Source: an optimization exercise on an open RTL-to-GDS flow (aim: small area, a short achievable clock period and few clock cycles). Production flows keep margins and buffers that such runs may drop. Power figures rest on the tool's default switching activity, not on a simulated workload.

## job 7682
==> flow/design.v <==
`timescale 1ns/1ps
module rvCoreTop (
    input  logic        clk,
    input  logic        reset,
    output logic [31:0] paddr,
    output logic        psel,
    output logic        penable,
    output logic        pwrite,
    output logic [31:0] pwdata,
    output logic [3:0]  pstrb,
    input  logic [31:0] prdata,
    input  logic        pready
);
    localparam logic [6:0] OP_LUI    = 7'b0110111;
    localparam logic [6:0] OP_IMM    = 7'b0010011;
    localparam logic [6:0] OP_REG    = 7'b0110011;
    localparam logic [6:0] OP_LOAD   = 7'b0000011;
    localparam logic [6:0] OP_STORE  = 7'b0100011;
    localparam logic [6:0] OP_BRANCH = 7'b1100011;
    logic        pselQ, penQ, busData, kill;
    logic [31:2] paddrQ;
    logic        pwriteQ;
    logic [3:0]  pstrbQ;
    logic [31:2] fpc;
    logic        irAhead;
    logic        irV;
    logic [31:0] ir;
    logic xR2;      
    logic xAlu;     
    logic xLd;      
    logic xSt;      
    logic xLwait;   
    logic xLw;      
    logic [31:0] opA, opB;
    logic [4:0]  xRd, xRs2;
    logic [6:0]  xImmHi;
    logic [2:0]  xF3;
    logic [4:0]  xSel;     
    logic        xInv, xBrF;
    logic [1:0]  xAhead;   
    logic [1:0]  xOff;
    logic [31:1] rSelQ;    
    logic        resetQ;   
    logic [31:0] regs [1:31];
    assign paddr   = {paddrQ, 2'b00};
    assign psel    = pselQ;
    assign penable = penQ;
    assign pwrite  = pwriteQ;
    assign pwdata  = opB;   
    assign pstrb   = pstrbQ;
    logic busFree, xferDone, landing, dataDone, fetchSetup;
    assign xferDone   = pselQ & penQ & pready;
    assign busFree    = ~pselQ | xferDone;
    assign landing    = xferDone & ~busData & ~kill;
    assign dataDone   = xferDone & busData;
    assign fetchSetup = pselQ & ~penQ & ~busData;
    logic [6:0] op;
    logic isLui, isOpi, isOp, isLd, isSt, isBr;
    logic [31:0] immI, immS, immU;
    assign op    = ir[6:0];
    assign isLui = op == OP_LUI;
    assign isOpi = op == OP_IMM;
    assign isOp  = op == OP_REG;
    assign isLd  = op == OP_LOAD;
    assign isSt  = op == OP_STORE;
    assign isBr  = op == OP_BRANCH;
    assign immI  = {{20{ir[31]}}, ir[31:20]};
    assign immS  = {{20{ir[31]}}, ir[31:25], ir[11:7]};
    assign immU  = {ir[31:12], 12'b0};
    logic [31:0] rData;
    always_comb begin
        rData = 32'd0;
        for (int r = 1; r < 32; r++) rData = rData | (regs[r] & {32{rSelQ[r]}});
    end
    logic [31:0] sum, aluOut;
    logic        lt, eq, taken;
    assign sum = opA + opB + {31'd0, xInv};   
    assign lt  = (opA[31] == opB[31]) ? opA[31] : sum[31];
    assign eq  = opA == rData;
    always_comb begin
        aluOut = ({32{xSel[0]}} & sum) | {31'd0, xSel[1] & lt} | ({32{xSel[2]}} & (opA ^ opB)) |
                 ({32{xSel[3]}} & (opA | opB)) | ({32{xSel[4]}} & (opA & opB));
    end
    always_comb begin
        case ({xF3[2], xF3[0]})
            2'b00:   taken = eq;
            2'b01:   taken = ~eq;
            2'b10:   taken = $signed(opA) < $signed(rData);
            default: taken = ~($signed(opA) < $signed(rData));
        endcase
    end
    logic        redirect, redirQ;
    logic [11:0] brOff, adjQ;
    logic [31:2] target;
    assign redirect = redirQ;
    assign brOff  = {xImmHi[6], xImmHi[6], xRd[0], xImmHi[5:0], xRd[4:2]} - {10'd0, xAhead} - 12'd1;
    assign target = fpc + {{18{adjQ[11]}}, adjQ};
    logic [31:0] lane, ldVal;
    assign lane = opB >> {xOff, 3'b000};
    always_comb begin
        case (xF3[1:0])
            2'b00:   ldVal = {{24{lane[7] & ~xF3[2]}}, lane[7:0]};
            2'b01:   ldVal = {{16{lane[15] & ~xF3[2]}}, lane[15:0]};
            default: ldVal = lane;
        endcase
    end
    logic s1, s1Go, dataReq, dataGo, fetchGo, fetchOk, irVNext;
    logic xR2N, xAluN, xLdN, xStN, xLwaitN, xLwN;
    assign s1      = irV & ~(xR2 | xLd | xSt | xLwait) & ~(pselQ & busData & pwriteQ);
    assign s1Go    = s1 & ~redirect;
    assign dataReq = (xLd | xSt) & ~redirect;
    assign dataGo  = busFree & dataReq;
    assign xR2N    = s1Go & (isOp | isBr);
    assign xAluN   = (s1Go & (isLui | isOpi)) | (xR2 & ~xBrF & ~redirect);
    assign xLdN    = (s1Go & isLd) | (xLd & ~busFree & ~redirect);
    assign xStN    = (s1Go & isSt) | (xSt & ~busFree & ~redirect);
    assign xLwaitN = (xLd & busFree & ~redirect) | (xLwait & ~dataDone);
    assign xLwN    = xLwait & dataDone;
    assign irVNext = (landing & ~redirect) | (irV & ~s1 & ~redirect);
    assign fetchOk = ~(s1 & (isLd | isSt) & landing);
    assign fetchGo = busFree & ~dataReq & fetchOk & ~(xR2 & xBrF);
    always_ff @(posedge clk) begin
        if (reset) begin
            pselQ   <= 1'b0;
            penQ    <= 1'b0;
            busData <= 1'b0;
            kill    <= 1'b0;
            redirQ  <= 1'b0;
            fpc     <= '0;
            irV     <= 1'b0;
            xR2     <= 1'b0;
            xAlu    <= 1'b0;
            xLd     <= 1'b0;
            xSt     <= 1'b0;
            xLwait  <= 1'b0;
            xLw     <= 1'b0;
        end else begin
            if (busFree) begin
                pselQ   <= dataGo | fetchGo;
                penQ    <= 1'b0;
                busData <= dataGo;
            end else if (~penQ) begin
                penQ <= 1'b1;
            end
            kill <= pselQ & ~busData & ~xferDone & (kill | redirect);
            redirQ <= xR2 & xBrF & taken & ~redirect;
            if (redirect) fpc <= target;
            else if (fetchSetup) fpc <= paddrQ + 30'd1;
            irV    <= irVNext;
            xR2    <= xR2N;
            xAlu   <= xAluN;
            xLd    <= xLdN;
            xSt    <= xStN;
            xLwait <= xLwaitN;
            xLw    <= xLwN;
        end
    end
    always_ff @(posedge clk) begin
        adjQ <= brOff - {11'd0, fetchSetup};
        if (landing) irAhead <= 1'b0;
        else if (fetchSetup) irAhead <= 1'b1;
        xAhead <= (s1 ? {1'b0, irAhead} : xAhead) + {1'b0, fetchSetup};
    end
    always_ff @(posedge clk) begin
        if (dataGo | fetchGo) begin
            paddrQ  <= dataReq ? sum[31:2] : redirect ? target : fpc;
            pwriteQ <= dataReq & xSt;
            pstrbQ  <= (dataReq & xSt) ?
                       4'((xF3[1] ? 4'b1111 : xF3[0] ? 4'b0011 : 4'b0001) << sum[1:0]) : 4'b0000;
        end
    end
    always_ff @(posedge clk) begin
        if (landing) ir <= prdata;
    end
    logic [4:0] rIdxN;
    logic       rs2Next;
    assign rs2Next = (s1 & (isOp | isBr | isSt)) | xSt;
    assign rIdxN = rs2Next ? (s1 ? ir[24:20] : xRs2) : ir[19:15];
    always_ff @(posedge clk) begin
        for (int r = 1; r < 32; r++)
            rSelQ[r] <= (landing & ~rs2Next) ? (prdata[19:15] == 5'(r)) : (rIdxN == 5'(r));
    end
    logic bypass;
    assign bypass = (xAlu | xLw) && (xRd != 5'd0) && (xRd == ir[19:15]);
    logic xLoad;
    assign xLoad = ~(xR2 | xLd | xSt | xLwait);
    logic [31:0] opBNext;
    logic        opBEn;
    assign opBNext = xR2 ? rData ^ {32{xInv}} :
                     xSt ? rData << {sum[1:0], 3'b000} :
                     xLwait ? prdata :
                     isSt ? immS : isLui ? immU : immI ^ {32{isOpi & (ir[14:12] == 3'b010)}};
    assign opBEn = xR2 | s1 | (xSt & busFree) | (xLwait & dataDone);
    always_ff @(posedge clk) begin
        if (xLoad) begin
            opA    <= (isLui | bypass) ? (isLui ? 32'd0 : wData) : rData;
            xRd    <= ir[11:7];
            xRs2   <= ir[24:20];
            xImmHi <= ir[31:25];
            xF3    <= isLui ? 3'b000 : ir[14:12];
            xInv   <= (isOp & (ir[14:12] == 3'b000) & ir[30]) |
                      ((isOp | isOpi) & (ir[14:12] == 3'b010));
            xBrF   <= isBr;
        end
        if (reset) xSel <= 5'b00000;
        else if (s1)
            xSel <= {5{isLui | isOpi | isOp}} & (isLui ? 5'b00001 :
                    (ir[14:12] == 3'b010) ? 5'b00010 : (ir[14:12] == 3'b100) ? 5'b00100 :
                    (ir[14:12] == 3'b110) ? 5'b01000 : (ir[14:12] == 3'b111) ? 5'b10000 : 5'b00001);
        if (opBEn) opB <= opBNext;
        if (xLd & busFree) xOff <= sum[1:0];
    end
    logic        wEn;
    logic [31:0] wData, wDataG;
    assign wEn    = ((xAlu & ~redirect) | xLw) & (xRd != 5'd0);
    assign wData  = aluOut | ({32{xLw}} & ldVal);
    assign wDataG = wData;
    always_ff @(posedge clk) begin
        resetQ <= reset;
        for (int r = 1; r < 32; r++) begin
            if (resetQ | (wEn & (xRd == 5'(r)))) regs[r] <= wDataG;
        end
    end
endmodule
==> flow/config.mk <==
export PLATFORM = sky130hd
export DESIGN_NAME = rvCoreTop
export DESIGN_NICKNAME = rvCoreTop
export VERILOG_FILES = /design/flow/design.v
export SDC_FILE = /design/flow/constraint.sdc
export NUM_CORES = 4
export LEC_CHECK = 0
export CAP_MARGIN = 20
export CORE_MARGIN = 2
export CORE_UTILIZATION = 40
export CTS_CLUSTER_DIAMETER = 100
export CTS_CLUSTER_SIZE = 24
export PLACE_DENSITY = 0.6
export SLEW_MARGIN = 20
==> flow/constraint.sdc <==
create_clock -name core_clock -period 10.0 [get_ports {clk}]
set_input_delay 2.0000 -clock core_clock [delete_from_list [all_inputs] [get_ports {clk}]]
set_output_delay 2.0000 -clock core_clock [all_outputs]
set_load 0.01 [all_outputs]
standard.sh (not shown) runs the stock make flow with config.mk's settings and CLKGATE_MAP_FILE= SYNTH_SCRIPT=/design/flow/synth_recipe.tcl, a recipe that flattens the netlist after the stock synthesis.
==> flow/flow/run.sh <==
#!/bin/bash
set -euo pipefail
bash standard.sh SETUP_SLACK_MARGIN=6.2 \
    'BUFFER_PORTS_ARGS=-buffer_cell sky130_fd_sc_hd__buf_2' finish > flow_standard.log 2>&1
#### Input delta (job 3862 over job 7682)
diff --git a/flow/design.v b/flow/design.v
--- a/flow/design.v
+++ b/flow/design.v
@@ -160,15 +160,19 @@
         if (landing) irAhead <= 1'b0;
         else if (fetchSetup) irAhead <= 1'b1;
         xAhead <= (s1 ? {1'b0, irAhead} : xAhead) + {1'b0, fetchSetup};
     end
     always_ff @(posedge clk) begin
-        if (dataGo | fetchGo) begin
-            paddrQ  <= dataReq ? sum[31:2] : redirect ? target : fpc;
-            pwriteQ <= dataReq & xSt;
-            pstrbQ  <= (dataReq & xSt) ?
+        if (dataGo) begin
+            paddrQ  <= sum[31:2];
+            pwriteQ <= xSt;
+            pstrbQ  <= xSt ?
                        4'((xF3[1] ? 4'b1111 : xF3[0] ? 4'b0011 : 4'b0001) << sum[1:0]) : 4'b0000;
+        end else if (fetchGo) begin
+            paddrQ  <= redirect ? target : fpc;
+            pwriteQ <= 1'b0;
+            pstrbQ  <= 4'b0000;
         end
     end
     always_ff @(posedge clk) begin
         if (landing) ir <= prdata;
     end
@@ -180,21 +184,12 @@
         for (int r = 1; r < 32; r++)
             rSelQ[r] <= (landing & ~rs2Next) ? (prdata[19:15] == 5'(r)) : (rIdxN == 5'(r));
     end
     logic bypass;
     assign bypass = (xAlu | xLw) && (xRd != 5'd0) && (xRd == ir[19:15]);
-    logic xLoad;
-    assign xLoad = ~(xR2 | xLd | xSt | xLwait);
-    logic [31:0] opBNext;
-    logic        opBEn;
-    assign opBNext = xR2 ? rData ^ {32{xInv}} :
-                     xSt ? rData << {sum[1:0], 3'b000} :
-                     xLwait ? prdata :
-                     isSt ? immS : isLui ? immU : immI ^ {32{isOpi & (ir[14:12] == 3'b010)}};
-    assign opBEn = xR2 | s1 | (xSt & busFree) | (xLwait & dataDone);
-    always_ff @(posedge clk) begin
-        if (xLoad) begin
+    always_ff @(posedge clk) begin
+        if (s1) begin
             opA    <= (isLui | bypass) ? (isLui ? 32'd0 : wData) : rData;
             xRd    <= ir[11:7];
             xRs2   <= ir[24:20];
             xImmHi <= ir[31:25];
             xF3    <= isLui ? 3'b000 : ir[14:12];
@@ -205,11 +200,14 @@
         if (reset) xSel <= 5'b00000;
         else if (s1)
             xSel <= {5{isLui | isOpi | isOp}} & (isLui ? 5'b00001 :
                     (ir[14:12] == 3'b010) ? 5'b00010 : (ir[14:12] == 3'b100) ? 5'b00100 :
                     (ir[14:12] == 3'b110) ? 5'b01000 : (ir[14:12] == 3'b111) ? 5'b10000 : 5'b00001);
-        if (opBEn) opB <= opBNext;
+        if (xR2) opB <= rData ^ {32{xInv}};
+        else if (xSt & busFree) opB <= rData << {sum[1:0], 3'b000};
+        else if (s1) opB <= isSt ? immS : isLui ? immU : immI ^ {32{isOpi & (ir[14:12] == 3'b010)}};
+        else if (xLwait & dataDone) opB <= prdata;
         if (xLd & busFree) xOff <= sum[1:0];
     end
     logic        wEn;
     logic [31:0] wData, wDataG;
     assign wEn    = ((xAlu & ~redirect) | xLw) & (xRd != 5'd0);
==> comparison <==
On wire length of the first global-routing pass, job 3862 tracks job 7682 almost exactly.
Across both runs, data required time at the worst endpoint was lower for job 3862 than for job 7682.
Comparing the two runs side by side, job 3862 comes out ahead of job 7682 on internal power consumption.
Post-synthesis share of cell area spent on and, or, nand and nor gates: job 3862 vs job 7682 up 0.34 points
Going from job 7682 to job 3862, number of distinct standard cells referenced by the synthesized netlist fell 11, share of the final layout cell area in sequential cells now smaller.
Compound-gate portion of the synthesized area essentially unchanged between job 3862 and job 7682.
Looking only at non-clock buffer count, and setting everything else aside, the lower value of job 7682 and job 3862 goes to job 7682.
Critical path depth: higher on job 7682
Taking job 7682 as the reference, in job 3862 part of the power in combinational logic shows a reduction of 2.2 points; xor-xnor portion of the synthesized cell area shows no meaningful change.
No run of this note included a check of the RTL's function; only the layout flow was run.

port drivers added, routing unchanged:
The results above use ideal ports. As a check the final layouts listed here were re-extracted and re-timed, cells and wires unchanged. Step 1 (the two cells are an assumption about what drives the block):
set clk [get_ports {clk}]
set_driving_cell -lib_cell sky130_fd_sc_hd__clkbuf_16 $clk
set_driving_cell -lib_cell sky130_fd_sc_hd__buf_2 [delete_from_list [all_inputs] $clk]
Step 2 adds t to the input delays and takes it off the output delays; t is the mean of the earliest and latest rising clock arrival at the registers after step 1. Input paths then give back, and output paths get back, about the clock's delay inside the block. Three values: ideal, step 1, step 2; two values: the first two.
run	shift t [ns]	slack for setup (ns)	worst hold slack (ns)
job 7682	0.800	6.177 / 6.177 / 5.659	0.473 / 0.473 / 0.473
job 3862	0.774	6.217 / 6.197 / 5.548	0.459 / 0.459 / 0.459
After both steps every run listed still meets setup and hold. For job 3862, which loses most, drivers alone change the setup slack by -0.020 ns; drivers and shift together by -0.669 ns.
